From an optimization exercise on the open Yosys and OpenROAD flow, aimed at small area, a short achievable clock period and few clock cycles per item; shortcuts taken in it are not production practice. Function was checked by simulation only, so behaviour that the tests miss may differ from the original. Power and IR drop assume default switching activity.

## flow/design.v (module list and top-level ports; edited modules follow where they fit)
// module phtc_cfg: 65 lines
// module phtc_core: 306 lines
// module phtc_mac: 4007 lines
// module phtc_fa: 4 lines
// module phtc_ha: 4 lines
// module phtc_bpp: 4 lines
// module phtc_bppn: 4 lines
// module pid_heading_turn_controller_top: 51 lines
module pid_heading_turn_controller_top
(
  input  logic        clk,
  input  logic        rst,
  input  logic        cmd_valid,
  output logic        cmd_ready,
  input  logic        cmd_op,
  input  logic [15:0] cmd_target_angle,
  input  logic [15:0] cmd_timeout_ms,
  input  logic [15:0] cmd_measured_angle,
  output logic        res_valid,
  input  logic        res_ready,
  output logic [7:0]  res_power_pct,
  output logic [1:0]  res_status,
  input  logic        psel,
  input  logic        penable,
  input  logic        pwrite,
  input  logic [4:0]  paddr,
  input  logic [31:0] pwdata,
  output logic [31:0] prdata,
  output logic        pready
);
  // ...
==> flow/flow/run.sh <==
#!/bin/bash
# The standard layout (the standard.sh), with three changes:
#  - after synthesis, every combinational cell gets the smallest drive
#    strength of its family (flow/downsize.tcl);
#  - the port buffers are buf_2 cells instead of the default choice;
#  - the timing repair after CTS and after global routing is asked to leave a
#    setup margin of MARGIN ns, so that it also works on paths that already
#    meet the 16 ns clock, and may resize a cell to one of another footprint
#    (MATCH_CELL_FOOTPRINT=0).
# The SDC, the clock period and every other setting are the standard flow's.
set -euo pipefail
MARGIN=11.7
bash standard.sh synth > synth.log 2>&1
ODB=orfs/results/sky130hd/pid_heading_turn_controller_top/base/1_synth.odb openroad -exit flow/downsize.tcl > downsize.log 2>&1
bash standard.sh SETUP_SLACK_MARGIN=$MARGIN MATCH_CELL_FOOTPRINT=0 "BUFFER_PORTS_ARGS=-buffer_cell sky130_fd_sc_hd__buf_2" finish > standard.log 2>&1
==> flow/flow/downsize.tcl <==
# Give every combinational cell of the synthesized netlist the smallest drive
# strength of its family; the timing repair later in the flow sizes up the
# cells on critical paths. Flip-flops, tie cells and buffers are left alone.
# usage: ODB=<odb> openroad -exit downsize.tcl
read_db $::env(ODB)
set db [ord::get_db]
set n_swapped 0
set area_before 0.0
set area_after 0.0
foreach inst [[ord::get_db_block] getInsts] {
  set m [$inst getMaster]
  set name [$m getName]
  set a [expr {[$m getWidth] * [$m getHeight] / 1e6}]
  set area_before [expr {$area_before + $a}]
  set best $m
  if {[regexp {^(sky130_fd_sc_hd__([a-z0-9]+))_([0-9]+)$} $name -> base fam size]
      && ![regexp {^(df|edf|sdf|dl|conb|buf|clk|inv|tap|fill|decap|dly|probe|lpflow|macro)} $fam]} {
    foreach cand {0 1 2 4} {
      set cm [$db findMaster ${base}_$cand]
      if {$cm eq "NULL" || $cm eq ""} { continue }
      if {[$cm getWidth] * [$cm getHeight] < [$best getWidth] * [$best getHeight]} {
        set best $cm
      }
    }
  }
  if {$best ne $m} {
    $inst swapMaster $best
    incr n_swapped
  }
  set area_after [expr {$area_after + [$best getWidth] * [$best getHeight] / 1e6}]
}
puts [format "downsize: %d cells swapped, area %.1f -> %.1f um2" $n_swapped $area_before $area_after]
write_db $::env(ODB)
==> flow/standard.sh <==
#!/bin/bash
# synth_recipe.tcl (not shown) runs the flow's synth.tcl, then flattens the netlist and writes it again
# the make line also repeats each setting of config.mk as NAME=value (left out here)
make -C /OpenROAD-flow-scripts/flow DESIGN_CONFIG=/design/flow/config.mk WORK_HOME=/design/flow/orfs CLKGATE_MAP_FILE= SYNTH_SCRIPT=/design/flow/synth_recipe.tcl "${@:-finish}"
==> flow/config.mk <==
export PLATFORM = sky130hd
export DESIGN_NAME = pid_heading_turn_controller_top
export DESIGN_NICKNAME = pid_heading_turn_controller_top
export VERILOG_FILES = /design/flow/design.v
export SDC_FILE = /design/flow/constraint.sdc
export NUM_CORES = 4
export LEC_CHECK = 0
export CAP_MARGIN = 20
export CORE_MARGIN = 2
export CORE_UTILIZATION = 55
export SLEW_MARGIN = 20
export SYNTH_HIERARCHICAL = 1
export SYNTH_MINIMUM_KEEP_SIZE = 0
==> flow/constraint.sdc <==
create_clock -name core_clock -period 16.0 [get_ports {clk}]
set_input_delay 3.2000 -clock core_clock [delete_from_list [all_inputs] [get_ports {clk}]]
set_output_delay 3.2000 -clock core_clock [all_outputs]
set_load 0.01 [all_outputs]
==> impl_metrics.ini, run 1 <==
[finish]
num_antenna_cells = 5
layoutNonFillerInstCount = 5909
final_core_util = 0.654
layout_commonest_cell = xnor2_1
n_all_buffers = 389
buffer_area_frac = 0.0708
clock_area_frac = 0.0357

[min_path]
hp-start = u_core.s3_start

[setup_path]
cp_slowest_cell = edfxtp_1
crit_family = flip-flops
r2r_end = u_core.error_sum[24]
start_kind = register
crit_buf_inv = 1

[sta]
final.setup.worst_slack_ns = 11.49
slew_headroom = 0.220
tns_ns = 0
max_freq_ghz = 0.222

[die]
dieArea_mm2 = 0.0894
start_util = 0.553
io_pins = 138

[global_route]
grt_max_degree = 121
grt.met3_usage = 0.157

[placed_design]
pre_cts_ws_ns = 10.37

[cts]
worstSkewPairLatency_ns = 0.74
cts_tree = done
cts.sinks = 543

[pwr]
power_density_mw_per_mm2 = 113
p_clk_mw = 1.42
p_sw_frac = 0.424

[drt]
ant_nets = 0
wl_met2_um = 77200

[outcome]
status = finished clean
Testbench counts, summed over its fixed seeds: cycles 12,240, items 12,000.
==> module phtc_core, before the edit <==
module phtc_core
(
  input  logic      clk,
  input  logic      rst,
  input  phtc_pkg::cfg_t               cfg,
  input  logic               cmd_valid,
  output logic               cmd_ready,
  input  logic               cmd_op,
  input  logic signed [15:0] cmd_target_angle,
  input  logic [15:0]        cmd_timeout_ms,
  input  logic signed [15:0] cmd_measured_angle,
  output logic               res_valid,
  input  logic               res_ready,
  output logic signed [7:0]  res_power_pct,
  output logic [1:0]         res_status
);
  localparam int QD = 5;           
  logic               h_v;
  logic               h_op;
  logic signed [15:0] h_tgt;
  logic [15:0]        h_tmo;
  logic signed [15:0] h_meas;
  logic               accept;
  assign accept = cmd_valid && cmd_ready;
  always_ff @(posedge clk) begin
    if (rst) h_v <= 1'b0;
    else     h_v <= accept;
  end
  always_ff @(posedge clk) begin
    h_op   <= cmd_op;
    h_tgt  <= cmd_target_angle;
    h_tmo  <= cmd_timeout_ms;
    h_meas <= cmd_measured_angle;
  end
  logic signed [15:0] goal_angle;
  logic [15:0]        time_limit;
  logic [15:0]        elapsed_ms;
  logic signed [16:0] prior_error;
  logic signed [31:0] error_sum;
  logic               h_start;
  logic signed [15:0] ref_angle;
  logic signed [16:0] err1;
  logic signed [17:0] der1;
  logic [32:0]        sum_s;
  logic [32:0]        sum_c;
  logic [32:0]        sum_wide;
  logic signed [31:0] sum_sat;
  logic [16:0]        elapsed_sum;
  logic               time_out1;
  logic [16:0]        prior_abs;
  logic               err_ok1;
  assign h_start     = (h_op == OP_START);
  assign ref_angle   = h_start ? h_tgt : goal_angle;
  assign err1        = 17'(ref_angle) - 17'(h_meas);
  assign der1        = 18'(err1) - 18'(prior_error);
  assign elapsed_sum = {1'b0, elapsed_ms} + {7'd0, cfg.period_ms};
  assign time_out1   = (time_limit != 16'd0) && (elapsed_ms > time_limit);
  assign prior_abs   = prior_error[16] ? 17'(-prior_error) : 17'(prior_error);
  assign err_ok1     = (prior_abs <= {2'b00, cfg.error_tolerance});
  logic [32:0] op_a, op_b, op_c;
  assign op_a = 33'(error_sum);
  assign op_b = 33'(ref_angle);
  assign op_c = ~(33'(h_meas));
  for (genvar i = 0; i < 33; i++) begin : g_csa
    phtc_fa u_fa (.a(op_a[i]), .b(op_b[i]), .c(op_c[i]), .s(sum_s[i]), .co(sum_c[i]));
  end
  assign sum_wide = sum_s + {sum_c[31:0], 1'b1};
  always_comb begin
    if (sum_wide[32] != sum_wide[31]) begin
      sum_sat = sum_wide[32] ? 32'sh8000_0000 : 32'sh7fff_ffff;
    end else begin
      sum_sat = sum_wide[31:0];
    end
  end
  always_ff @(posedge clk) begin
    if (h_v) begin
      if (h_start) begin
        goal_angle  <= h_tgt;
        time_limit  <= h_tmo;
        elapsed_ms  <= 16'd0;
        error_sum   <= 32'sd0;
      end else begin
        elapsed_ms  <= elapsed_sum[16] ? 16'hffff : elapsed_sum[15:0];
        error_sum   <= sum_sat;
      end
      prior_error <= err1;
    end
  end
  logic               s2_v;
  logic               s2_start;
  logic               s2_err_ok;
  logic               s2_time_out;
  logic [16:0]        s2_err;
  logic [17:0]        s2_der;
  logic               s2_err_sx;
  logic               s2_der_sx;
  logic               error_sum_sx;
  always_ff @(posedge clk) begin
    if (rst) s2_v <= 1'b0;
    else     s2_v <= h_v;
  end
  always_ff @(posedge clk) begin
    s2_start    <= h_start;
    s2_err_ok   <= err_ok1;
    s2_time_out <= time_out1;
    s2_err      <= err1;
    s2_der      <= der1;
    s2_err_sx   <= (ref_angle < h_meas);
    s2_der_sx   <= (err1 < prior_error);
  end
  always_ff @(posedge clk) begin
    if (h_v) error_sum_sx <= !h_start && sum_wide[32];
  end
  logic [36:0]        mac_floor;
  phtc_mac u_mac (
    .clk       (clk),
    .e         (s2_err),
    .d         (s2_der),
    .s         (error_sum),
    .e_sx      (s2_err_sx),
    .d_sx      (s2_der_sx),
    .s_sx      (error_sum_sx),
    .kp        (cfg.kp_gain),
    .ki        (cfg.ki_gain),
    .kd        (cfg.kd_gain),
    .acc_floor (mac_floor)
  );
  logic               s3_v;
  logic               s3_start;
  logic               s3_err_ok;
  logic               s3_time_out;
  always_ff @(posedge clk) begin
    if (rst) s3_v <= 1'b0;
    else     s3_v <= s2_v;
  end
  always_ff @(posedge clk) begin
    s3_start    <= s2_start;
    s3_err_ok   <= s2_err_ok;
    s3_time_out <= s2_time_out;
  end
  logic               s4_v;
  logic               s4_start;
  logic               s4_err_ok;
  logic               s4_time_out;
  logic signed [36:0] s4_acc;
  always_ff @(posedge clk) begin
    if (rst) s4_v <= 1'b0;
    else     s4_v <= s3_v;
  end
  always_ff @(posedge clk) begin
    s4_start    <= s3_start;
    s4_err_ok   <= s3_err_ok;
    s4_time_out <= s3_time_out;
    s4_acc      <= mac_floor;
  end
  logic signed [36:0] acc_floor;
  logic               pwr_ok;
  logic               big_pos;
  logic               big_neg;
  logic signed [7:0]  pct_floor;
  logic signed [7:0]  pct_trunc;
  logic signed [7:0]  pct_clamp;
  logic               running;
  logic               last_pwr_ok;
  logic               converged;
  logic signed [7:0]  pct_next;
  logic [1:0]         status_next;
  logic               running_next;
  assign acc_floor = s4_acc;
  assign pwr_ok = (acc_floor <= $signed({21'd0, cfg.power_tolerance})) &&
                  (acc_floor >= -$signed({21'd0, cfg.power_tolerance}));
  assign big_pos   = (acc_floor >= 37'sd25856);
  assign big_neg   = (acc_floor <= -37'sd25856);
  assign pct_floor = acc_floor[15:8];
  assign pct_trunc = (acc_floor[36] && (acc_floor[7:0] != 8'd0)) ? pct_floor + 8'sd1 : pct_floor;
  assign pct_clamp = big_pos ? 8'sd100 : big_neg ? -8'sd100 : pct_trunc;
  assign converged = s4_err_ok && last_pwr_ok;
  always_comb begin
    running_next = running;
    pct_next     = 8'sd0;
    status_next  = STATUS_IDLE;
    if (s4_start) begin
      running_next = 1'b1;
      status_next  = STATUS_RUN;
    end else if (!running) begin
      status_next  = STATUS_IDLE;
    end else if (converged) begin
      running_next = 1'b0;
      status_next  = STATUS_CONVERGE;
    end else if (s4_time_out) begin
      running_next = 1'b0;
      status_next  = STATUS_TIMEOUT;
    end else begin
      pct_next     = pct_clamp;
      status_next  = STATUS_RUN;
    end
  end
  always_ff @(posedge clk) begin
    if (rst) begin
      running <= 1'b0;
    end else if (s4_v) begin
      running <= running_next;
    end
  end
  always_ff @(posedge clk) begin
    if (s4_v) begin
      last_pwr_ok <= s4_start ? (cfg.power_tolerance >= 16'd25600) : pwr_ok;
    end
  end
  logic [7:0]          q_mem [QD];
  logic [2:0]          q_wr;
  logic [2:0]          q_rd;
  logic [2:0]          q_cnt;
  logic [2:0]          credit;
  logic                pop;
  logic                push;
  logic                q_empty;
  logic                load_out;
  logic [7:0]          enc_next;
  logic [7:0]          q_head;
  logic                head_special;
  assign pop      = res_valid && res_ready;
  assign push     = s4_v;
  assign q_empty  = (q_cnt == '0);
  assign load_out = !res_valid || res_ready;
  assign enc_next = (status_next == STATUS_RUN) ? pct_next : {6'b100000, status_next};
  assign q_head   = q_mem[q_rd];
  assign head_special = (q_head[7:2] == 6'b100000);
  always_ff @(posedge clk) begin
    if (push) q_mem[q_wr] <= enc_next;
  end
  logic [2:0] wr_inc, rd_inc;
  logic       put_r, take_r, put_n, take_n;
  logic [2:0] q_wr_r, q_rd_r, q_cnt_r, q_wr_n, q_rd_n, q_cnt_n;
  assign wr_inc  = (q_wr == 3'(QD - 1)) ? 3'd0 : q_wr + 3'd1;
  assign rd_inc  = (q_rd == 3'(QD - 1)) ? 3'd0 : q_rd + 3'd1;
  assign take_r  = !q_empty;
  assign put_r   = push && !q_empty;
  assign take_n  = !res_valid && !q_empty;
  assign put_n   = push && (res_valid || !q_empty);
  assign q_wr_r  = put_r  ? wr_inc : q_wr;
  assign q_wr_n  = put_n  ? wr_inc : q_wr;
  assign q_rd_r  = take_r ? rd_inc : q_rd;
  assign q_rd_n  = take_n ? rd_inc : q_rd;
  assign q_cnt_r = q_cnt + 3'(put_r) - 3'(take_r);
  assign q_cnt_n = q_cnt + 3'(put_n) - 3'(take_n);
  always_ff @(posedge clk) begin
    if (rst) begin
      q_wr  <= '0;
      q_rd  <= '0;
      q_cnt <= '0;
    end else if (res_ready) begin
      q_wr  <= q_wr_r;
      q_rd  <= q_rd_r;
      q_cnt <= q_cnt_r;
    end else begin
      q_wr  <= q_wr_n;
      q_rd  <= q_rd_n;
      q_cnt <= q_cnt_n;
    end
  end
  always_ff @(posedge clk) begin
    if (rst) begin
      res_valid <= 1'b0;
    end else if (load_out) begin
      res_valid <= !q_empty || push;
    end
  end
  always_ff @(posedge clk) begin
    if (load_out) begin
      if (!q_empty) begin
        res_power_pct <= head_special ? 8'sd0 : q_head;
        res_status    <= head_special ? q_head[1:0] : STATUS_RUN;
      end else begin
        res_power_pct <= pct_next;
        res_status    <= status_next;
      end
    end
  end
  logic [2:0] credit_up, credit_dn;
  logic       ready_up, ready_same;
  assign credit_up  = credit + 3'd1;
  assign credit_dn  = credit - 3'd1;
  assign ready_up   = (credit_up < 3'(QD + 1));
  assign ready_same = (credit < 3'(QD + 1));
  always_ff @(posedge clk) begin
    if (rst) begin
      credit    <= '0;
      cmd_ready <= 1'b1;
    end else begin
      unique case ({accept, pop})
        2'b10: begin
          credit    <= credit_up;
          cmd_ready <= ready_up;
        end
        2'b01: begin
          credit    <= credit_dn;
          cmd_ready <= 1'b1;
        end
        default: begin
          cmd_ready <= ready_same;
        end
      endcase
    end
  end
endmodule
==> inputs of run 2 (changes only) <==
--- a/flow/design.v
+++ b/flow/design.v
@@ -108,6 +108,4 @@
   logic               h_v;
   logic               h_op;
-  logic signed [15:0] h_tgt;
-  logic [15:0]        h_tmo;
   logic signed [15:0] h_meas;
   logic               accept;
@@ -119,15 +117,18 @@
   always_ff @(posedge clk) begin
     h_op   <= cmd_op;
-    h_tgt  <= cmd_target_angle;
-    h_tmo  <= cmd_timeout_ms;
     h_meas <= cmd_measured_angle;
   end
   logic signed [15:0] goal_angle;
   logic [15:0]        time_limit;
+  always_ff @(posedge clk) begin
+    if (accept && cmd_op == OP_START) begin
+      goal_angle <= cmd_target_angle;
+      time_limit <= cmd_timeout_ms;
+    end
+  end
   logic [15:0]        elapsed_ms;
   logic signed [16:0] prior_error;
   logic signed [31:0] error_sum;
   logic               h_start;
-  logic signed [15:0] ref_angle;
   logic signed [16:0] err1;
   logic signed [17:0] der1;
@@ -141,6 +142,5 @@
   logic               err_ok1;
   assign h_start     = (h_op == OP_START);
-  assign ref_angle   = h_start ? h_tgt : goal_angle;
-  assign err1        = 17'(ref_angle) - 17'(h_meas);
+  assign err1        = 17'(goal_angle) - 17'(h_meas);
   assign der1        = 18'(err1) - 18'(prior_error);
   assign elapsed_sum = {1'b0, elapsed_ms} + {7'd0, cfg.period_ms};
@@ -150,5 +150,5 @@
   logic [32:0] op_a, op_b, op_c;
   assign op_a = 33'(error_sum);
-  assign op_b = 33'(ref_angle);
+  assign op_b = 33'(goal_angle);
   assign op_c = ~(33'(h_meas));
   for (genvar i = 0; i < 33; i++) begin : g_csa
@@ -166,6 +166,4 @@
     if (h_v) begin
       if (h_start) begin
-        goal_angle  <= h_tgt;
-        time_limit  <= h_tmo;
         elapsed_ms  <= 16'd0;
         error_sum   <= 32'sd0;
@@ -196,5 +194,5 @@
     s2_err      <= err1;
     s2_der      <= der1;
-    s2_err_sx   <= (ref_angle < h_meas);
+    s2_err_sx   <= (goal_angle < h_meas);
     s2_der_sx   <= (err1 < prior_error);
   end
==> run 2 against run 1 <==
Synthesized area is 1.7% lower. Core utilization is 2.3 points lower. Non-clock buffer count is 105 lower. Critical path type unchanged. Die area is 1.7% lower. Still clean. Cell area is 5.3% lower. Largest power group unchanged. Cell count is 3.0% lower. Setup slack better by 0.053 ns. Total power is 11% lower. Combinational power is 18% lower.
==> impl_metrics.ini, run 2 <==
[outcome]
status = finished clean

[synth]
synth_area_per_cell_um2 = 11.1
yosys_warnings = 9
synth_area_mm2 = 0.0470
synth_cells = 4244

[setup_path]
rr_worst_depth = 7
path_cells = buf_2
crit_arrival_ns = 1.26
critPathRequiredTime_ns = 12.80
path_class = reg -> out
start_kind = register
rrSetupSlack_ns = 11.58
r2r_start = u_core.s2_der[11]
cpPeakStageDelay_ns = 0.42
r2r_end = u_core.u_mac.cut_q[72]
crit_family = flip-flops
cp-end-kind = output port
cp_slowest_cell = edfxtp_1
crit_buf_inv = 1
critPathMaxFanout = 1

[drt]
avgRoutedWirePerCell_um = 29.3
drt-total-wl_um = 168000
drc_errors = 0
wl_met1_um = 65300
drtPass1Iterations = 10
num_vias = 37200
wl_met3_um = 23000
ant_nets = 0
via_per_inst = 6.49
first_iter_violations = 4024
highest_layer = met5
wl_met2_um = 72000

[finish]
final_cell_mix = xnor2_1, fa_1, a22oi_1, dfxtp_1, ha_1
layout_commonest_cell = xnor2_1
syn_to_final_growth_pct = 14.0
finalNetCount = 5496
reg_top3 = u_core.u_mac.cut_q x135, u_cfg.cfg x89, u_core.q_mem x40
top_register = u_core.u_mac.cut_q
final_core_util = 0.631
largest_reg_flops = 135
fin_area_mm2 = 0.0536
drive_above_1_share = 0.117

[die]
start_util = 0.554
die_h_um = 296
fp-row-count = 107
io_pins = 138
core_mm2 = 0.0849
dieArea_mm2 = 0.0878
dieWidth_um = 296

[sta]
final.setup.worst_slack_ns = 11.54
hold_ws_ns = 0.327
rsz0062_at_grt = yes
max_freq_ghz = 0.224
setup_viol = 0
hold_viol_final = 0
slew_headroom = 0.0506
finClkSkew_ns = 0.0710
tns_ns = 0
worst_pin_slew_ns = 1.42
period_needed_ns = 4.46
min_period_over_period = 0.279
drv_slew = 0

[global_route]
overflow = 0
grt_antenna_before_repair = 3
grt_pass1_wl_um = 241000
grt_max_degree = 117
grtUsageTotal = 0.376
grt_pass1_vias = 36900

[placed_design]
placed_cell_area_mm2 = 0.0496
io_buffers = 102
dp_hpwl_um = 112000
gp_congestion = 0.958
pre_cts_ws_ns = 10.29

[cts]
cts_inserted_buffers = 56
worstSkewPairLatency_ns = 0.69
clock-root-buffer = clkbuf_16
clk_pin_slew_worst_paths_ns = 0.06
htreeDepth = 2
cts_tree = done
cts.sinks = 511
ctsLongestPathBuffers = 3

[pwr]
ir_drop_mv = 0.112
power_density_mw_per_mm2 = 107
p_leak_nw = 22.2

[min_path]
hold_path.class = reg -> reg
worstHoldEndpoint = u_core.s4_err_ok
whs_path_depth = 0
hp-start = u_core.s3_err_ok

[job]
max_cap_violations = 0
[run 2: per-layer routing]
layer	track usage	vias to the layer above
met3	0.156	569
li1	-	15800
met4	0.147	4
met1	0.489	18500
met2	0.558	2348
met5	0.00554	-
[run 2: cell type report]
| cell class | instances | area [µm²] |
|---|---|---|
| inverter | 180 | 679 |
| timing repair inverter | 1 | 5.00 |
| multi-input combinational | 3505 | 35000 |
| clock buffer | 82 | 1630 |
| clock inverter | 23 | 307 |
| timing repair buffer | 284 | 2690 |
| sequential | 511 | 11800 |
| fill | 7097 | 31300 |
| tap | 1144 | 1430 |
| antenna | 1 | 2.50 |
[run 2: what timing repair did]
item / CTS / global route
cloned: 2 / 1
resized for setup: 85 / 80
hold buffers: 0 / 0
endpoints found under the setup margin: 249 / 131
pin swaps: 15 / 10
buffers inserted: 70 / 47
[run 2: metrics by stage]
stage	cells	power, mW
2_1_floorplan	4282	3.36
3_3_place_gp	5504	4.16
3_5_place_dp	5505	4.18
4_1_cts	5682	5.60
5_1_grt	5730	6.00
6_report	5731	5.71
[run 2: power by group]
part / switching [mW] / leakage [nW] / total (mW) / internal [mW]
clock network: 0.576 / 0.955 / 1.35 / 0.778
registers: 0.495 / 4.44 / 2.09 / 1.60
logic: 1.34 / 16.8 / 2.27 / 0.928
[run 2: how the worst max path moves through the flow]
| stage | start | to | slack [ns] | cells past startpoint |
|---|---|---|---|---|
| after floorplan | cmd_valid | u_core.cmd_ready | 11.66 | 5 |
| after global placement | u_core.error_sum[1] | u_core.error_sum[18] | 10.34 | 11 |
| after detailed placement | u_core.error_sum[1] | u_core.error_sum[16] | 10.29 | 11 |
| after CTS | u_core.res_status[1] | res_status[1] | 11.51 | 1 |
| after global routing | u_core.res_status[1] | res_status[1] | 11.51 | 1 |
| final | u_core.res_power_pct[1] | res_power_pct[1] | 11.54 | 1 |
Testbench counts of run 2, summed over its fixed seeds: cycles 12,240, items 12,000.
==> inputs of run 3 (changes only) <==
--- a/flow/flow/run.sh
+++ b/flow/flow/run.sh
@@ -10,5 +10,5 @@
 # The SDC, the clock period and every other setting are the standard flow's.
 set -euo pipefail
-MARGIN=11.7
+MARGIN=11.6
 bash standard.sh synth > synth.log 2>&1
 ODB=orfs/results/sky130hd/pid_heading_turn_controller_top/base/1_synth.odb openroad -exit flow/downsize.tcl > downsize.log 2>&1
==> run 3 against run 2 <==
Total power shrank 0.91%. Synthesized cell count is the same. Flip-flop and latch count is the same. Wire length grew 0.25%. Critical endpoint is now res_power_pct[7]. Largest cell class unchanged.
==> impl_metrics.ini, run 3 <==
[setup_path]
crit_arrival_ns = 1.24
start_kind = register
path_class = reg -> out
cpPeakStageDelay_ns = 0.42
crit_buf_inv = 1
cp_slowest_cell = edfxtp_1
crit_family = flip-flops
critPathRequiredTime_ns = 12.80
path_cells = buf_6
critPathMaxFanout = 1
cp-end-kind = output port

[cts]
cts.sinks = 511
htreeDepth = 2
cts_inserted_buffers = 57
ctsLongestPathBuffers = 3
clk_pin_slew_worst_paths_ns = 0.06
cts_hold_buf = 0
worstSkewPairLatency_ns = 0.70
clock-root-buffer = clkbuf_16
cts_tree = done

[die]
dieArea_mm2 = 0.0878
die_h_um = 296
dieWidth_um = 296
fp-row-count = 107
core_mm2 = 0.0849
start_util = 0.554
io_pins = 138

[finish]
reg_top3 = u_core.u_mac.cut_q x135, u_cfg.cfg x89, u_core.q_mem x40
finalNetCount = 5479
final_cell_mix = xnor2_1, fa_1, a22oi_1, dfxtp_1, ha_1
syn_to_final_growth_pct = 13.0
largest_reg_flops = 135
drive_above_1_share = 0.107
layout_commonest_cell = xnor2_1
layoutNonFillerInstCount = 5715
top_register = u_core.u_mac.cut_q

[drt]
via_per_inst = 6.48
avgRoutedWirePerCell_um = 29.5
first_iter_violations = 4244
drtPass1Iterations = 7
ant_nets = 0
drt-total-wl_um = 169000
drc_errors = 0
num_vias = 37100

[pwr]
pwr-share-clk = 0.238
pwr-share-comb = 0.393
p_sw_mw = 2.38
ir_drop_mv = 0.104
p_sw_frac = 0.421
p_total_mw = 5.66
cellInternalPower_mw = 3.28
p_leak_nw = 22.0
power_density_mw_per_mm2 = 107
seqPwrFrac = 0.369

[sta]
drv_slew = 0
hold_ws_ns = 0.326
setup_viol = 0
tns_ns = 0
finClkSkew_ns = 0.0879
min_period_over_period = 0.278
period_needed_ns = 4.44
slew_headroom = 0.154
rsz0062_at_grt = yes
worst_pin_slew_ns = 1.27
max_freq_ghz = 0.225
hold_viol_final = 0

[synth]
yosys_warnings = 9
synth_cells = 4244
synth_area_mm2 = 0.0470
synth_area_per_cell_um2 = 11.1

[global_route]
use_met2 = 0.562
grt_use_met1 = 0.491
grt_pass1_wl_um = 243000
grtUsageTotal = 0.379
grt.busiest_layer = met2
grt.met3_usage = 0.148
overflow = 0
grt_antenna_before_repair = 3
grt_pass1_vias = 37000
grt_max_degree = 117

[placed_design]
dp_hpwl_um = 112000
gp_congestion = 0.926
io_buffers = 102
place_inst = 5511

[min_path]
hold_path.class = reg -> reg

[outcome]
status = finished clean

[job]
max_cap_violations = 0
-- run 3: changes by cell type in the layout (fill, tap and decap cells not counted), moves of 5 or more --
cell / previous run / this run
buf_8: 11 / 6
buf_6: 24 / 16
buf_2: 90 / 97
o21ai_1: 4 / 9
dfxtp_2: 22 / 6
buf_12: 38 / 25
dfxtp_1: 321 / 335
-- run 3: routing by layer --
layer  wire length (µm)  vias to the layer above
li1                   -                    15800
met1              65100                    18300
met2              71300                     2374
met3              22900                      597
met4               9290                        4
met5                 43                        -
-- run 3: power groups by stage --
stage,clock [mW],sequential [mW],combinational [mW]
2_1_floorplan,0,1.90,1.46
5_1_grt,1.42,2.09,2.44
4_1_cts,1.37,2.05,2.16
3_5_place_dp,0,2.16,2.03
3_3_place_gp,0,2.16,2.01
6_report,1.35,2.09,2.22
-- run 3: worst paths after layout --
kind / startpoint / endpoint / slack (ns) / depth (start not counted)
worst max-delay path: u_core.res_power_pct[7] / res_power_pct[7] / 11.56 / 1
worst min-delay path: u_core.s3_start / u_core.s4_start / 0.33 / 0
worst max register to register: u_cfg.cfg[54] / u_core.u_mac.cut_q[68] / 11.61 / 9
worst min register to register: u_core.s3_start / u_core.s4_start / 0.33 / 0
-- run 3: layout make-up --
class | instances | area (µm²)
multi-input combinational | 3505 | 34900
tap | 1144 | 1430
sequential | 511 | 11800
antenna | 1 | 2.50
timing repair inverter | 1 | 5.00
timing repair buffer | 266 | 2370
clock buffer | 76 | 1570
inverter | 180 | 679
fill | 7112 | 31700
clock inverter | 31 | 379
-- run 3: timing repair --
item / 4_1_cts / 5_1_grt
endpoints found under the setup margin: 228 / 117
gates resized for setup: 58 / 41
pin swaps: 11 / 3
setup buffers: 55 / 39
gates cloned: 2 / 0
-- run 3: worst register-to-register path, stage by stage, from the launching register on --
cell	delay [ns]
dfxtp_4	0.62
xor2_1	0.26
buf_4	0.42
a22oi_1	0.18
xnor2_1	0.24
fa_1	0.44
fa_1	0.62
fa_1	0.46
fa_1	0.52
fa_1	0.45
-- run 3: metrics by stage --
step / utilization / setup WS [ns] / instance area, µm²
final: 0.626 / 11.56 / 53100
after floorplan: - / 11.62 / 47500
after detailed placement: 0.584 / 10.28 / 49600
after global placement: 0.584 / 10.38 / 49600
after global routing: 0.626 / 11.52 / 53100
after CTS: 0.618 / 11.53 / 52500
==> inputs of run 4 (changes only) <==
--- a/flow/flow/run.sh
+++ b/flow/flow/run.sh
@@ -10,5 +10,5 @@
 # The SDC, the clock period and every other setting are the standard flow's.
 set -euo pipefail
-MARGIN=11.6
+MARGIN=11.5
 bash standard.sh synth > synth.log 2>&1
 ODB=orfs/results/sky130hd/pid_heading_turn_controller_top/base/1_synth.odb openroad -exit flow/downsize.tcl > downsize.log 2>&1
==> run 4 against run 3 <==
Still clean. Sequential share of layout area increased by 0.099 points. Clock power about the same. Flip-flop and latch count unchanged. Maximum frequency decreased by 0.75%. Count of clock-buffer cells in the layout increased by 4. Cell count decreased by 0.45%. Sequential power about the same.
==> impl_metrics.ini, run 4 <==
[global_route]
grt_pass1_wl_um = 241000
grt_antenna_before_repair = 7
grt_pass1_vias = 37100
grt_max_degree = 96
overflow = 0
grtUsageTotal = 0.376

[setup_path]
cpPeakStageDelay_ns = 0.78
r2r_start = u_cfg.cfg[49]
rr_worst_depth = 8
start_kind = register
critPathMaxFanout = 19
crit_arrival_ns = 4.97
cpMostUsedCell = fa_1
cp-end-kind = register
path_class = reg -> reg
critPathRequiredTime_ns = 16.49
rrSetupSlack_ns = 11.52
r2r_end = u_core.u_mac.cut_q[72]
path_cells = xor2_4 > a22oi_1 > xnor2_1 > fa_1 > fa_1 > fa_1 > fa_1 > fa_1
cp_slowest_cell = xor2_4

[finish]
drive_above_1_share = 0.102
reg_top3 = u_core.u_mac.cut_q x135, u_cfg.cfg x89, u_core.q_mem x40
largest_reg_flops = 135
syn_to_final_growth_pct = 12.3
layoutNonFillerInstCount = 5689
finalNetCount = 5453
top_register = u_core.u_mac.cut_q
layout_commonest_cell = xnor2_1
final_cell_mix = xnor2_1, fa_1, a22oi_1, dfxtp_1, ha_1
fin_area_mm2 = 0.0528

[cts]
clk_pin_slew_worst_paths_ns = 0.06
clock-root-buffer = clkbuf_16
htreeDepth = 2
cts_hold_buf = 0
ctsLongestPathBuffers = 3
cts_tree = done
cts.sinks = 511
cts_inserted_buffers = 57
worstSkewPairLatency_ns = 0.71

[drt]
avgRoutedWirePerCell_um = 29.3
drt-total-wl_um = 167000
ant_nets = 0
drtPass1Iterations = 9
num_vias = 36900
drc_errors = 0
via_per_inst = 6.49
first_iter_violations = 4272

[placed_design]
dp_hpwl_um = 113000
io_buffers = 102
placed_cell_area_mm2 = 0.0497
gp_congestion = 0.948
place_inst = 5526

[sta]
period_needed_ns = 4.48
hold_ws_ns = 0.325
drv_slew = 0
finClkSkew_ns = 0.0828
worst_pin_slew_ns = 1.31
setup_viol = 0
hold_viol_final = 0
rsz0062_at_grt = no
min_period_over_period = 0.280
max_freq_ghz = 0.223
slew_headroom = 0.125
tns_ns = 0

[die]
fp-row-count = 107
dieArea_mm2 = 0.0878
die_h_um = 296
dieWidth_um = 296
io_pins = 138
core_mm2 = 0.0849
start_util = 0.554

[job]
max_cap_violations = 0

[min_path]
whs_path_depth = 0
hp-start = u_core.s3_err_ok
worstHoldEndpoint = u_core.s4_err_ok
hold_path.class = reg -> reg

[synth]
yosys_warnings = 9
synth_area_mm2 = 0.0470
synth_area_per_cell_um2 = 11.1
synth_cells = 4244

[pwr]
p_leak_nw = 21.8
p_total_mw = 5.68
power_density_mw_per_mm2 = 108
ir_drop_mv = 0.113

[outcome]
status = finished clean
run 4: what timing repair did:
item                       CTS  global route
pin swaps                    9             7
buffers inserted            33            18
resized for setup           56            42
gates cloned                 2             2
hold endpoints to repair     0             0
setup endpoints to repair  196           114
run 4: worst max-delay path, delay by kind of cell, from the launching register on:
family                   cells  cell delay (ns)
AO/OA/AOI/OAI                1             0.23
adder cells (fa/ha/maj)      5             2.48
XOR/XNOR                     2             1.01
flip-flops                   1             0.50
run 4: per-stage QoR:
stage,utilization,setup slack [ns]
6_report,0.622,11.52
5_1_grt,0.622,11.49
4_1_cts,0.616,11.50
3_5_place_dp,0.585,9.96
3_3_place_gp,0.585,10.01
2_1_floorplan,-,11.50
run 4: worst max-delay path by stage:
stage                                   to  cells past startpoint  slack (ns)              startpoint
CTS                 u_core.u_mac.cut_q[56]                      9       11.50           u_cfg.cfg[42]
global placement      u_core.error_sum[28]                     11       10.01     u_core.error_sum[1]
finish              u_core.u_mac.cut_q[72]                      8       11.52           u_cfg.cfg[49]
floorplan           u_core.u_mac.cut_q[48]                      9       11.50           u_cfg.cfg[62]
detailed placement     u_core.error_sum[4]                     11        9.96     u_core.error_sum[1]
global route             u_core.s4_acc[30]                     12       11.49  u_core.u_mac.cut_q[34]
run 4: layout make-up:
class,instances,area [µm²]
Antenna cell,1,2.50
Sequential cell,511,11800
Timing Repair inverter,1,5.00
Clock buffer,80,1640
Clock inverter,27,360
Timing Repair Buffer,240,2020
Multi-Input combinational cell,3505,34900
Fill cell,7160,32100
Tap cell,1144,1430
Inverter,180,679
run 4: per-layer routing:
layer | track usage | vias up | part of all wire
li1 | - | 15700 | -
met1 | 0.480 | 18200 | 0.38
met2 | 0.555 | 2406 | 0.42
met3 | 0.165 | 560 | 0.14
met4 | 0.159 | 10 | 0.048
met5 | 0.00887 | - | 0.0010
run 4: power by group:
part	switching, mW	internal [mW]
Clock	0.570	0.803
Combinational	1.33	0.897
Sequential	0.484	1.60
Total	2.38	3.30
==> inputs of run 5 (changes only) <==
--- a/flow/flow/run.sh
+++ b/flow/flow/run.sh
@@ -10,5 +10,5 @@
 # The SDC, the clock period and every other setting are the standard flow's.
 set -euo pipefail
-MARGIN=11.5
+MARGIN=11.4
 bash standard.sh synth > synth.log 2>&1
 ODB=orfs/results/sky130hd/pid_heading_turn_controller_top/base/1_synth.odb openroad -exit flow/downsize.tcl > downsize.log 2>&1
==> run 5 against run 4 <==
Hold slack about the same. Synthesized cell count unchanged. Sequential share of layout area increased by 0.20 points. Flip-flop and latch count unchanged. Wire length decreased by 1.6%. Highest routed layer unchanged.
==> impl_metrics.ini, run 5 <==
[setup_path]
path_class = reg -> reg
crit_buf_inv = 1
start_kind = register
r2r_end = u_core.last_pwr_ok
rrSetupSlack_ns = 11.35
rr_worst_depth = 12
critPathMaxFanout = 10
crit_family = simple AND/OR/NAND/NOR gates
cpPeakStageDelay_ns = 0.65
cpMostUsedCell = nor4_4
critPathRequiredTime_ns = 16.41
crit_arrival_ns = 5.06
cp-end-kind = register
path_cells = buf_4 > nor4_4 > nand3_1 > nor4_1 > ha_1 > nand4_1 > nor4_4 > o21ai_1 > o31ai_1 > o21a_1 > or3_1 > a31oi_1
cp_slowest_cell = nor4_1
r2r_start = u_cfg.cfg[4]
startpoint = u_cfg.cfg[4]

[cts]
cts.sinks = 511
clk_pin_slew_worst_paths_ns = 0.06
cts_inserted_buffers = 57
clock-root-buffer = clkbuf_16
worstSkewPairLatency_ns = 0.68
htreeDepth = 2
ctsLongestPathBuffers = 3
cts_tree = done

[finish]
fillCellCount = 7130
reg_top3 = u_core.u_mac.cut_q x135, u_cfg.cfg x89, u_core.q_mem x40
largest_reg_flops = 135
syn_to_final_growth_pct = 11.3
seq_area_mm2 = 0.0118
layout_commonest_cell = xnor2_1
final_core_util = 0.617
drive_above_1_share = 0.0967
multi_input_area_mm2 = 0.0348
fin_area_mm2 = 0.0524
finalNetCount = 5428
top_register = u_core.u_mac.cut_q
final_cell_mix = xnor2_1, fa_1, a22oi_1, dfxtp_1, ha_1

[drt]
drtPass1Iterations = 9
num_vias = 36600
ant_nets = 0
avgRoutedWirePerCell_um = 28.9
via_per_inst = 6.46
wl_met2_um = 70700
highest_layer = met5
drc_errors = 0
wl_met3_um = 21600
drt-total-wl_um = 164000
first_iter_violations = 3691
wl_met1_um = 64700

[sta]
tns_ns = 0
rsz0062_at_grt = yes
min_period_over_period = 0.291
hold_viol_final = 0
hold_ws_ns = 0.326
max_freq_ghz = 0.215
finClkSkew_ns = 0.0708
setup_viol = 0
slew_headroom = 0.119
period_needed_ns = 4.65
worst_pin_slew_ns = 1.32
drv_slew = 0

[die]
start_util = 0.554
dieArea_mm2 = 0.0878
dieWidth_um = 296
core_mm2 = 0.0849
die_h_um = 296
io_pins = 138
fp-row-count = 107

[min_path]
worstHoldEndpoint = u_core.s4_time_out
whs_path_depth = 0
hp-start = u_core.s3_time_out
hold_path.class = reg -> reg

[pwr]
ir_drop_mv = 0.111
p_total_mw = 5.67
p_leak_nw = 21.6
power_density_mw_per_mm2 = 108

[placed_design]
placed_cell_area_mm2 = 0.0496
io_buffers = 102
dp_hpwl_um = 112000
gp_congestion = 0.933

[synth]
yosys_warnings = 9
synth_area_mm2 = 0.0470
synth_area_per_cell_um2 = 11.1
synth_cells = 4244

[job]
max_cap_violations = 0

[global_route]
grt_pass1_wl_um = 240000
grt_max_degree = 121
overflow = 0
grt_antenna_before_repair = 5
grtUsageTotal = 0.373
grt_pass1_vias = 36800

[outcome]
status = finished clean
==> run 5: worst max-delay path by stage <==
stage                                        end  slack [ns]  depth (start not counted)
final                         u_core.last_pwr_ok       11.35                         12
after global routing          u_core.last_pwr_ok       11.28                         16
after CTS                 u_core.u_mac.cut_q[72]       11.36                         10
after detailed placement    u_core.error_sum[18]        9.94                         11
after global placement      u_core.error_sum[28]       10.05                         11
after floorplan           u_core.u_mac.cut_q[48]       11.42                          9
==> run 5: per-layer routing <==
layer,vias up,global-route usage
li1,15700,-
met1,18300,0.487
met2,2183,0.558
met3,457,0.146
met4,4,0.139
met5,-,0.00831
==> run 5: where the power goes <==
group	leakage [nW]	internal [mW]	switching, mW	total [mW]
Sequential	4.43	1.60	0.499	2.10
Clock	0.978	0.795	0.577	1.37
Combinational	16.2	0.894	1.31	2.20
==> run 5: metrics by stage <==
step / setup WS (ns) / cells
after floorplan: 11.42 / 4282
after global placement: 10.05 / 5518
after detailed placement: 9.94 / 5518
after CTS: 11.36 / 5645
after global routing: 11.28 / 5664
final: 11.35 / 5668
==> run 5: what timing repair did <==
item	4_1_cts	5_1_grt
gates cloned	2	0
resized for setup	55	33
buffers inserted	17	18
pin swaps	3	6
endpoints found under the setup margin	171	111
endpoints found under the hold margin	0	0
hold buffers	0	0
==> run 5: final cells by class <==
cell class | count | area share
Multi-Input combinational cell | 3505 | 0.665
Sequential cell | 511 | 0.225
Clock buffer | 75 | 0.0313
Timing Repair Buffer | 215 | 0.0308
Tap cell | 1144 | 0.0273
Inverter | 180 | 0.0130
Clock inverter | 33 | 0.00719
Antenna cell | 4 | 0.000191
Timing Repair inverter | 1 | 0.0000956
==> run 5: worst reg2reg max path: stages, from the launching register on <==
cell and delay [ns]:
dfxtp_1 0.30, buf_4 0.19, nor4_4 0.62, nand3_1 0.61
nor4_1 0.66, ha_1 0.37, nand4_1 0.16, nor4_4 0.09
o21ai_1 0.27, o31ai_1 0.15, o21a_1 0.20, or3_1 0.35
a31oi_1 0.41
==> inputs of run 6 (changes only) <==
--- a/flow/design.v
+++ b/flow/design.v
@@ -133,6 +133,4 @@
   logic signed [16:0] err1;
   logic signed [17:0] der1;
-  logic [32:0]        sum_s;
-  logic [32:0]        sum_c;
   logic [32:0]        sum_wide;
   logic signed [31:0] sum_sat;
@@ -148,12 +146,5 @@
   assign prior_abs   = prior_error[16] ? 17'(-prior_error) : 17'(prior_error);
   assign err_ok1     = (prior_abs <= {2'b00, cfg.error_tolerance});
-  logic [32:0] op_a, op_b, op_c;
-  assign op_a = 33'(error_sum);
-  assign op_b = 33'(goal_angle);
-  assign op_c = ~(33'(h_meas));
-  for (genvar i = 0; i < 33; i++) begin : g_csa
-    phtc_fa u_fa (.a(op_a[i]), .b(op_b[i]), .c(op_c[i]), .s(sum_s[i]), .co(sum_c[i]));
-  end
-  assign sum_wide = sum_s + {sum_c[31:0], 1'b1};
+  assign sum_wide = 33'(error_sum) + 33'(err1);
   always_comb begin
     if (sum_wide[32] != sum_wide[31]) begin
--- a/flow/flow/run.sh
+++ b/flow/flow/run.sh
@@ -10,5 +10,5 @@
 # The SDC, the clock period and every other setting are the standard flow's.
 set -euo pipefail
-MARGIN=11.4
+MARGIN=11.7
 bash standard.sh synth > synth.log 2>&1
 ODB=orfs/results/sky130hd/pid_heading_turn_controller_top/base/1_synth.odb openroad -exit flow/downsize.tcl > downsize.log 2>&1
==> run 6 against run 5 <==
Highest routed layer unchanged. Hold slack improved by 0.010 ns. Core utilization grew 3.0 points. Sequential share of layout area decreased by 0.64 points. Critical path type unchanged. Flip-flop and latch count did not move. Synthesized area is 1.4% lower. Global-route usage increased by 0.52 points. Critical endpoint is now u_core.error_sum[29]. Cell area up 3.3%.
==> impl_metrics.ini, run 6 <==
[drt]
num_vias = 37200
drt-total-wl_um = 166000
drtPass1Iterations = 10
via_per_inst = 6.56
ant_nets = 0
first_iter_violations = 4274
drc_errors = 0
avgRoutedWirePerCell_um = 29.3

[sta]
finClkSkew_ns = 0.0402
period_needed_ns = 5.25
tns_ns = 0
drv_slew = 0
worst_pin_slew_ns = 1.32
hold_viol_final = 0
setup_viol = 0
slew_headroom = 0.117
rsz0062_at_grt = yes
max_freq_ghz = 0.190
min_period_over_period = 0.328
hold_ws_ns = 0.336

[setup_path]
start_kind = register
critPathRequiredTime_ns = 16.36
critPathMaxFanout = 10
path_class = reg -> reg
cp-end-kind = register
startpoint = u_core.goal_angle[0]
r2r_start = u_core.goal_angle[0]
crit_arrival_ns = 5.62

[finish]
drive_above_1_share = 0.140
top_register = u_core.u_mac.cut_q
syn_to_final_growth_pct = 16.6
largest_reg_flops = 135
layout_commonest_cell = xnor2_1
final_cell_mix = xnor2_1, a22oi_1, fa_1, dfxtp_1, ha_1
finalNetCount = 5466
reg_top3 = u_core.u_mac.cut_q x135, u_cfg.cfg x89, u_core.q_mem x40
fillCellCount = 6775

[die]
dieArea_mm2 = 0.0866
start_util = 0.555
dieWidth_um = 294
die_h_um = 294
io_pins = 138
core_mm2 = 0.0836
fp-row-count = 106

[placed_design]
gp_congestion = 0.961
io_buffers = 102
dp_hpwl_um = 113000

[global_route]
grt_max_degree = 76
grt_pass1_wl_um = 241000
grt_antenna_before_repair = 8
grt_pass1_vias = 36900
grtUsageTotal = 0.378
overflow = 0

[pwr]
pwr-share-comb = 0.368
p_sw_mw = 2.14
p_sw_frac = 0.400
ir_drop_mv = 0.0968
p_leak_nw = 22.3
seqPwrFrac = 0.376
power_density_mw_per_mm2 = 99.0
pwr-share-clk = 0.256
cellInternalPower_mw = 3.21

[synth]
synth_area_mm2 = 0.0464
synth_area_per_cell_um2 = 11.0
synth_cells = 4207
yosys_warnings = 9

[cts]
cts.sinks = 511
cts_inserted_buffers = 58
worstSkewPairLatency_ns = 0.66
htreeDepth = 2
cts_tree = done
cts_hold_buf = 0
clock-root-buffer = clkbuf_16
ctsLongestPathBuffers = 3
clk_pin_slew_worst_paths_ns = 0.06

[min_path]
hp-start = u_core.s3_start
hold_path.class = reg -> reg

[job]
max_cap_violations = 0

[outcome]
status = finished clean
run 6: timing repair:
action / 4_1_cts / 5_1_grt
pin swaps: 31 / 28
setup buffers: 80 / 66
setup endpoints to repair: 245 / 166
resized for setup: 143 / 115
cloned: 3 / 2
run 6: cell type report:
cell class | instances | area (µm²) | share of cell area
diodes | 3 | 7.51 | 0.000139
clock buffers | 80 | 1650 | 0.0305
clock inverters | 30 | 352 | 0.00650
inverters | 168 | 631 | 0.0117
multi-input cells | 3484 | 34900 | 0.645
flip-flops and latches | 511 | 11800 | 0.219
well taps | 1080 | 1350 | 0.0250
repair buffers | 318 | 3370 | 0.0624
run 6: through the flow:
stage / setup slack (ns) / utilization / instance area, µm² / total power [mW] / instances
after global placement: 9.84 / 0.585 / 48900 / 3.75 / 5406
final: 10.75 / 0.647 / 54100 / 5.35 / 5674
after global routing: 10.49 / 0.647 / 54100 / 5.62 / 5672
after floorplan: 10.92 / - / 47000 / 3.06 / 4245
after CTS: 10.67 / 0.630 / 52700 / 5.21 / 5600
after detailed placement: 9.85 / 0.586 / 48900 / 3.77 / 5407
run 6: worst paths after layout:
check                                       endpoint  slack [ns]  depth (start not counted)
worst max register to register  u_core.error_sum[29]       10.75                         25
worst min-delay path                 u_core.s4_start        0.34                          0
worst max-delay path            u_core.error_sum[29]       10.75                         25
worst min register to register       u_core.s4_start        0.34                          0
run 6: power by group through the flow:
stage / clock, mW / sequential, mW / combinational [mW]
3_5_place_dp: 0 / 2.06 / 1.71
2_1_floorplan: 0 / 1.83 / 1.24
3_3_place_gp: 0 / 2.06 / 1.69
6_report: 1.37 / 2.01 / 1.97
4_1_cts: 1.39 / 2.03 / 1.79
5_1_grt: 1.44 / 2.01 / 2.17
run 6: worst max-delay path, cell delays in order, from the launching register on:
cell and delay [ns]:
edfxtp_1 0.34, inv_2 0.05, ha_4 0.16, fa_2 0.34
nor2b_1 0.13, o21ai_1 0.08, a21boi_1 0.19, o21ai_1 0.13
a21oi_2 0.20, a41oi_2 0.17, a2111oi_4 0.41, o21a_1 0.24
o41ai_4 0.09, buf_12 0.17, ha_4 0.28, a21oi_4 0.16
o21ai_2 0.09, or3_4 0.40, a2111oi_4 0.30, o31ai_2 0.11
a21oi_2 0.16, buf_6 0.14, nand3_4 0.12, o311ai_4 0.17
clkbuf_16 0.24, o21ai_0 0.08
run 6: per-layer routing:
metal	vias to the layer above	global-route usage	part of all wire
met5	-	0.00681	0.00082
met4	8	0.144	0.047
li1	15800	-	-
met2	2389	0.567	0.43
met3	499	0.134	0.13
met1	18500	0.501	0.39
Testbench counts of run 6, summed over its fixed seeds: cycles 12,240, items 12,000.
==> inputs of run 7 (changes only) <==
--- a/flow/design.v
+++ b/flow/design.v
@@ -130,7 +130,10 @@
   logic signed [16:0] prior_error;
   logic signed [31:0] error_sum;
+  logic signed [31:0] error_sum_t;    
   logic               h_start;
   logic signed [16:0] err1;
   logic signed [17:0] der1;
+  logic [32:0]        sum_s;
+  logic [32:0]        sum_c;
   logic [32:0]        sum_wide;
   logic signed [31:0] sum_sat;
@@ -146,5 +149,12 @@
   assign prior_abs   = prior_error[16] ? 17'(-prior_error) : 17'(prior_error);
   assign err_ok1     = (prior_abs <= {2'b00, cfg.error_tolerance});
-  assign sum_wide = 33'(error_sum) + 33'(err1);
+  logic [32:0] op_a, op_b, op_c;
+  assign op_a = 33'(error_sum);
+  assign op_b = 33'(goal_angle);
+  assign op_c = ~(33'(h_meas));
+  for (genvar i = 0; i < 33; i++) begin : g_csa
+    phtc_fa u_fa (.a(op_a[i]), .b(op_b[i]), .c(op_c[i]), .s(sum_s[i]), .co(sum_c[i]));
+  end
+  assign sum_wide = sum_s + {sum_c[31:0], 1'b1};
   always_comb begin
     if (sum_wide[32] != sum_wide[31]) begin
@@ -189,5 +199,6 @@
   end
   always_ff @(posedge clk) begin
-    if (h_v) error_sum_sx <= !h_start && sum_wide[32];
+    error_sum_t  <= h_start ? 32'sd0 : sum_sat;
+    error_sum_sx <= !h_start && sum_wide[32];
   end
   logic [36:0]        mac_floor;
@@ -196,5 +207,5 @@
     .e         (s2_err),
     .d         (s2_der),
-    .s         (error_sum),
+    .s         (error_sum_t),
     .e_sx      (s2_err_sx),
     .d_sx      (s2_der_sx),
==> flow/flow/run.sh (replaced) <==
#!/bin/bash
# The standard layout (the standard.sh), with three changes:
#  - after synthesis, every combinational cell gets the smallest drive
#    strength of its family (flow/downsize.tcl);
#  - the port buffers are buf_2 cells instead of the default choice;
#  - the timing repair after CTS and after global routing is asked to leave a
#    setup margin of MARGIN ns, so that it also works on paths that already
#    meet the 16 ns clock.
# The SDC, the clock period and every other setting are the standard flow's.
set -euo pipefail
MARGIN=11.7
bash standard.sh synth > synth.log 2>&1
ODB=orfs/results/sky130hd/pid_heading_turn_controller_top/base/1_synth.odb openroad -exit flow/downsize.tcl > downsize.log 2>&1
bash standard.sh SETUP_SLACK_MARGIN=$MARGIN "BUFFER_PORTS_ARGS=-buffer_cell sky130_fd_sc_hd__buf_2" finish > standard.log 2>&1
==> run 7 against run 6 <==
Sequential power rose by 22%. Count of clock-buffer cells in the layout up 5. Wire length rose by 4.6%. Critical path depth decreased by 24. Via count is 0.74% higher. Setup slack gained 0.86 ns. Sequential share of layout area up 0.82 points. Non-clock buffer count shrank 31. Critical endpoint is now res_power_pct[0].
==> impl_metrics.ini, run 7 <==
[finish]
finalNetCount = 5526
layout_commonest_cell = xnor2_1
final_core_util = 0.635
largest_reg_flops = 135
reg_top3 = u_core.u_mac.cut_q x135, u_cfg.cfg x89, u_core.q_mem x40
top_register = u_core.u_mac.cut_q
final_cell_mix = xnor2_1, a22oi_1, fa_1, dfxtp_1, ha_1
fin_area_mm2 = 0.0548
drive_above_1_share = 0.131
layoutNonFillerInstCount = 5777
syn_to_final_growth_pct = 14.8

[drt]
num_vias = 37500
drtPass1Iterations = 10
drc_errors = 0
ant_nets = 0
via_per_inst = 6.49
first_iter_violations = 4341
avgRoutedWirePerCell_um = 30.1
drt-total-wl_um = 174000

[pwr]
p_total_mw = 6.12
ir_drop_mv = 0.156
power_density_mw_per_mm2 = 112
p_leak_nw = 22.4

[cts]
clock-root-buffer = clkbuf_16
cts_tree = done
ctsLongestPathBuffers = 3
worstSkewPairLatency_ns = 0.66
cts.sinks = 542
cts_inserted_buffers = 59
htreeDepth = 2
clk_pin_slew_worst_paths_ns = 0.06

[placed_design]
io_buffers = 102
pre_cts_ws_ns = 10.45
gp_congestion = 0.965
dp_hpwl_um = 117000
place_inst = 5550
placed_cell_area_mm2 = 0.0504

[global_route]
overflow = 0
grt_use_met1 = 0.507
grt_pass1_wl_um = 251000
grt_max_degree = 131
grt_antenna_before_repair = 4
use_met2 = 0.549
grt.met3_usage = 0.157
grtUsageTotal = 0.381
grt.busiest_layer = met2
grt_pass1_vias = 37200

[sta]
hold_ws_ns = 0.325
drv_slew = 0
worst_pin_slew_ns = 1.28
final.setup.worst_slack_ns = 11.61
max_freq_ghz = 0.228
tns_ns = 0
min_period_over_period = 0.274
rsz0062_at_grt = yes
slew_headroom = 0.146
setup_viol = 0
hold_viol_final = 0
period_needed_ns = 4.39
finClkSkew_ns = 0.0357

[die]
dieWidth_um = 299
io_pins = 138
die_h_um = 299
fp-row-count = 108
core_mm2 = 0.0863
dieArea_mm2 = 0.0892
start_util = 0.553

[setup_path]
cpPeakStageDelay_ns = 0.38
cp_slowest_cell = edfxtp_1
crit_buf_inv = 1
crit_family = flip-flops
crit_arrival_ns = 1.19
critPathMaxFanout = 1
path_class = reg -> out
critPathRequiredTime_ns = 12.80
path_cells = buf_2
start_kind = register
cp-end-kind = output port

[min_path]
hold_path.class = reg -> reg

[synth]
synth_area_per_cell_um2 = 11.2
synth_cells = 4273
synth_area_mm2 = 0.0478
yosys_warnings = 9

[outcome]
status = finished clean

[job]
max_cap_violations = 0
==> run 7: timing repair <==
item / CTS / global route
gates resized for setup: 112 / 122
pin swaps: 22 / 44
buffers inserted: 67 / 38
hold buffers: 0 / 0
cloned: 4 / 4
setup endpoints to repair: 276 / 174
==> run 7: area by class of cell <==
type	count	area [µm²]
antenna	2	5.00
clock buffer	85	1690
clock inverter	27	332
fill	7003	31500
inverter	170	642
multi-input combinational	3508	35300
sequential	542	12400
tap	1155	1450
timing repair buffer	287	2930
timing repair inverter	1	7.51
==> run 7: path summary, 6_finish.rpt <==
check,startpoint,cells after the start,slack (ns),end
max,u_core.res_power_pct[0],1,11.61,res_power_pct[0]
min,u_core.s3_err_ok,0,0.33,u_core.s4_err_ok
max reg2reg,u_core.s2_der[12],7,11.63,u_core.u_mac.cut_q[36]
min reg2reg,u_core.s3_err_ok,0,0.33,u_core.s4_err_ok
==> run 7: layer usage <==
metal / vias up / wire length (µm)
li1: 15900 / -
met1: 18700 / 68000
met2: 2353 / 73100
met3: 507 / 24500
met4: 2 / 8430
met5: - / 91
==> run 7: where the power goes <==
| group | switching (mW) | internal, mW | total (mW) |
|---|---|---|---|
| Combinational | 1.28 | 0.980 | 2.26 |
| Clock | 0.585 | 0.832 | 1.42 |
| Sequential | 0.733 | 1.72 | 2.45 |
Testbench counts of run 7, summed over its fixed seeds: cycles 12,240, items 12,000.
==> inputs of run 8 (changes only) <==
--- a/flow/config.mk
+++ b/flow/config.mk
@@ -9,4 +9,5 @@
 export CORE_MARGIN = 2
 export CORE_UTILIZATION = 55
+export CTS_BUF_LIST = sky130_fd_sc_hd__clkbuf_8
 export SLEW_MARGIN = 20
 export SYNTH_HIERARCHICAL = 1
==> run 8 against run 7 <==
Synthesized area unchanged. Critical endpoint unchanged. Core utilization increased by 0.52 points. Global-route usage increased by 0.22 points. Still clean. Critical path depth unchanged. Largest power group unchanged. Count of clock-buffer cells in the layout increased by 26. Die area unchanged.
==> impl_metrics.ini, run 8 <==
[outcome]
status = finished clean

[pwr]
power_density_mw_per_mm2 = 109
p_leak_nw = 22.8
p_total_mw = 6.01
ir_drop_mv = 0.168

[sta]
min_period_over_period = 0.280
hold_viol_final = 0
period_needed_ns = 4.48
worst_pin_slew_ns = 1.21
max_freq_ghz = 0.223
rsz0062_at_grt = yes
setup_viol = 0
slew_headroom = 0.190
tns_ns = 0
finClkSkew_ns = 0.0801
final.setup.worst_slack_ns = 11.52
drv_slew = 0

[setup_path]
crit_buf_inv = 1
crit_family = flip-flops
path_class = reg -> out
start_kind = register
rr_worst_depth = 7
critPathMaxFanout = 1
r2r_start = u_core.s2_der[14]
r2r_end = u_core.u_mac.cut_q[44]
critPathRequiredTime_ns = 12.80
cp-end-kind = output port
path_cells = buf_2
startpoint = u_core.res_power_pct[0]
rrSetupSlack_ns = 11.63
cpPeakStageDelay_ns = 0.37
crit_arrival_ns = 1.28
cp_slowest_cell = edfxtp_1

[die]
dieArea_mm2 = 0.0892
core_mm2 = 0.0863
die_h_um = 299
io_pins = 138
dieWidth_um = 299
fp-row-count = 108
start_util = 0.553

[global_route]
grt_pass1_vias = 37500
grtUsageTotal = 0.383
overflow = 0
grt_pass1_wl_um = 251000
grt_antenna_before_repair = 5
grt_max_degree = 131

[placed_design]
gp_congestion = 0.965
io_buffers = 102
dp_hpwl_um = 117000
pre_cts_ws_ns = 10.45
placed_cell_area_mm2 = 0.0504

[job]
max_cap_violations = 0

[synth]
synth_cells = 4273
synth_area_mm2 = 0.0478
yosys_warnings = 9
synth_area_per_cell_um2 = 11.2

[cts]
cts_inserted_buffers = 93
clock-root-buffer = clkbuf_8
ctsLongestPathBuffers = 3
worstSkewPairLatency_ns = 0.79
htreeDepth = 3
clk_pin_slew_worst_paths_ns = 0.06
cts_tree = done
cts.sinks = 542

[drt]
num_vias = 38100
avgRoutedWirePerCell_um = 30.2
ant_nets = 0
drtPass1Iterations = 9
via_per_inst = 6.48
first_iter_violations = 4541
drt-total-wl_um = 178000
drc_errors = 0

[finish]
fin_area_mm2 = 0.0553
syn_to_final_growth_pct = 15.7
drive_above_1_share = 0.149
largest_reg_flops = 135
final_core_util = 0.640
final_cell_mix = xnor2_1, a22oi_1, fa_1, dfxtp_1, ha_1
fillCellCount = 7006
seq_area_mm2 = 0.0125
multi_input_area_mm2 = 0.0353
finalNetCount = 5601
top_register = u_core.u_mac.cut_q
layout_commonest_cell = xnor2_1
reg_top3 = u_core.u_mac.cut_q x135, u_cfg.cfg x89, u_core.q_mem x40

[min_path]
whs_path_depth = 0
hp-start = u_core.s3_err_ok
hold_path.class = reg -> reg
worstHoldEndpoint = u_core.s4_err_ok
-- run 8: final cells by class --
class                   count  area share
well taps                1155      0.0262
clock inverters            60     0.00713
clock buffers             111      0.0276
repair buffers            328      0.0626
diodes                      3    0.000136
flip-flops and latches    542       0.225
repair inverters            1    0.000136
inverters                 170      0.0116
multi-input cells        3508       0.639
-- run 8: worst register-to-register path, delay by kind of cell (launching register included) --
kind | cells | cell delay (ns)
xor+xnor | 1 | 0.44
compound gates | 1 | 0.21
fa+ha+maj | 5 | 2.50
flops | 1 | 1.09
-- run 8: per-stage QoR --
stage / hold WS [ns] / instances
2_1_floorplan: 0.310 / 4311
3_3_place_gp: 0.312 / 5547
3_5_place_dp: 0.317 / 5550
4_1_cts: 0.329 / 5802
5_1_grt: 0.336 / 5876
6_report: 0.327 / 5878
-- run 8: worst max-delay path by stage --
stage | slack, ns | cells past startpoint | to
after CTS | 11.45 | 1 | res_power_pct[0]
after detailed placement | 10.45 | 4 | u_cfg.cfg[72]
after global routing | 11.45 | 1 | res_power_pct[0]
final | 11.52 | 1 | res_power_pct[0]
after floorplan | 11.66 | 5 | u_core.cmd_ready
after global placement | 9.82 | 11 | u_core.last_pwr_ok
-- run 8: layer usage --
layer	wire length [µm]	GRT usage	part of all wire	vias to the layer above
met2	74400	0.551	0.42	2474
met4	9340	0.162	0.053	8
met5	232	0.0180	0.0013	-
li1	-	-	-	16100
met3	24600	0.159	0.14	562
met1	69000	0.507	0.39	18900
-- run 8: power breakdown --
part,switching (mW),leakage (nW),internal (mW)
sequential,0.723,4.68,1.72
clock,0.610,1.08,0.686
combinational,1.29,17.0,0.985
-- run 8: timing repair --
action / in CTS / in global routing
setup buffers: 77 / 58
pin swaps: 23 / 43
hold buffers: 0 / 0
resized for setup: 117 / 126
gates cloned: 4 / 14
setup endpoints to repair: 258 / 194

-- re-timing with driven ports --
How much do the figures lean on ideal ports? The routed layouts below were timed once more, with nothing changed but the port constraints. Step 1 assumes that a clkbuf_16 drives the clock port and a buf_2 every other input. Step 2 times the ports against the registers' clock, not the clock port: input delays grow and output delays shrink by t, the midpoint of the rising clock arrivals with the driver on. a / b / c = no drivers / after step 1 / after step 2; a / b = the first two.
| run | shift t [ns] | setup slack, ns | worst setup path at the end |
|---|---|---|---|
| run 1 | 0.758 | 11.489 / 11.418 / 11.039 | input to register |
| run 2 | 0.721 | 11.542 / 11.473 / 11.021 | input to register |
| run 3 | 0.718 | 11.558 / 11.492 / 10.957 | input to register |
| run 4 | 0.742 | 11.524 / 11.524 / 10.892 | input to register |
| run 5 | 0.718 | 11.347 / 11.347 / 10.812 | input to register |
| run 6 | 0.709 | 10.747 / 10.747 / 10.747 | register to register |
| run 7 | 0.716 | 11.610 / 11.537 / 11.013 | input to register |
| run 8 | 0.813 | 11.524 / 11.457 / 10.987 | input to register |
After both steps setup and hold are still met in every run listed. The setup slack of run 4, which loses most, moves by 0.000 ns with the drivers and by -0.632 ns with both steps.
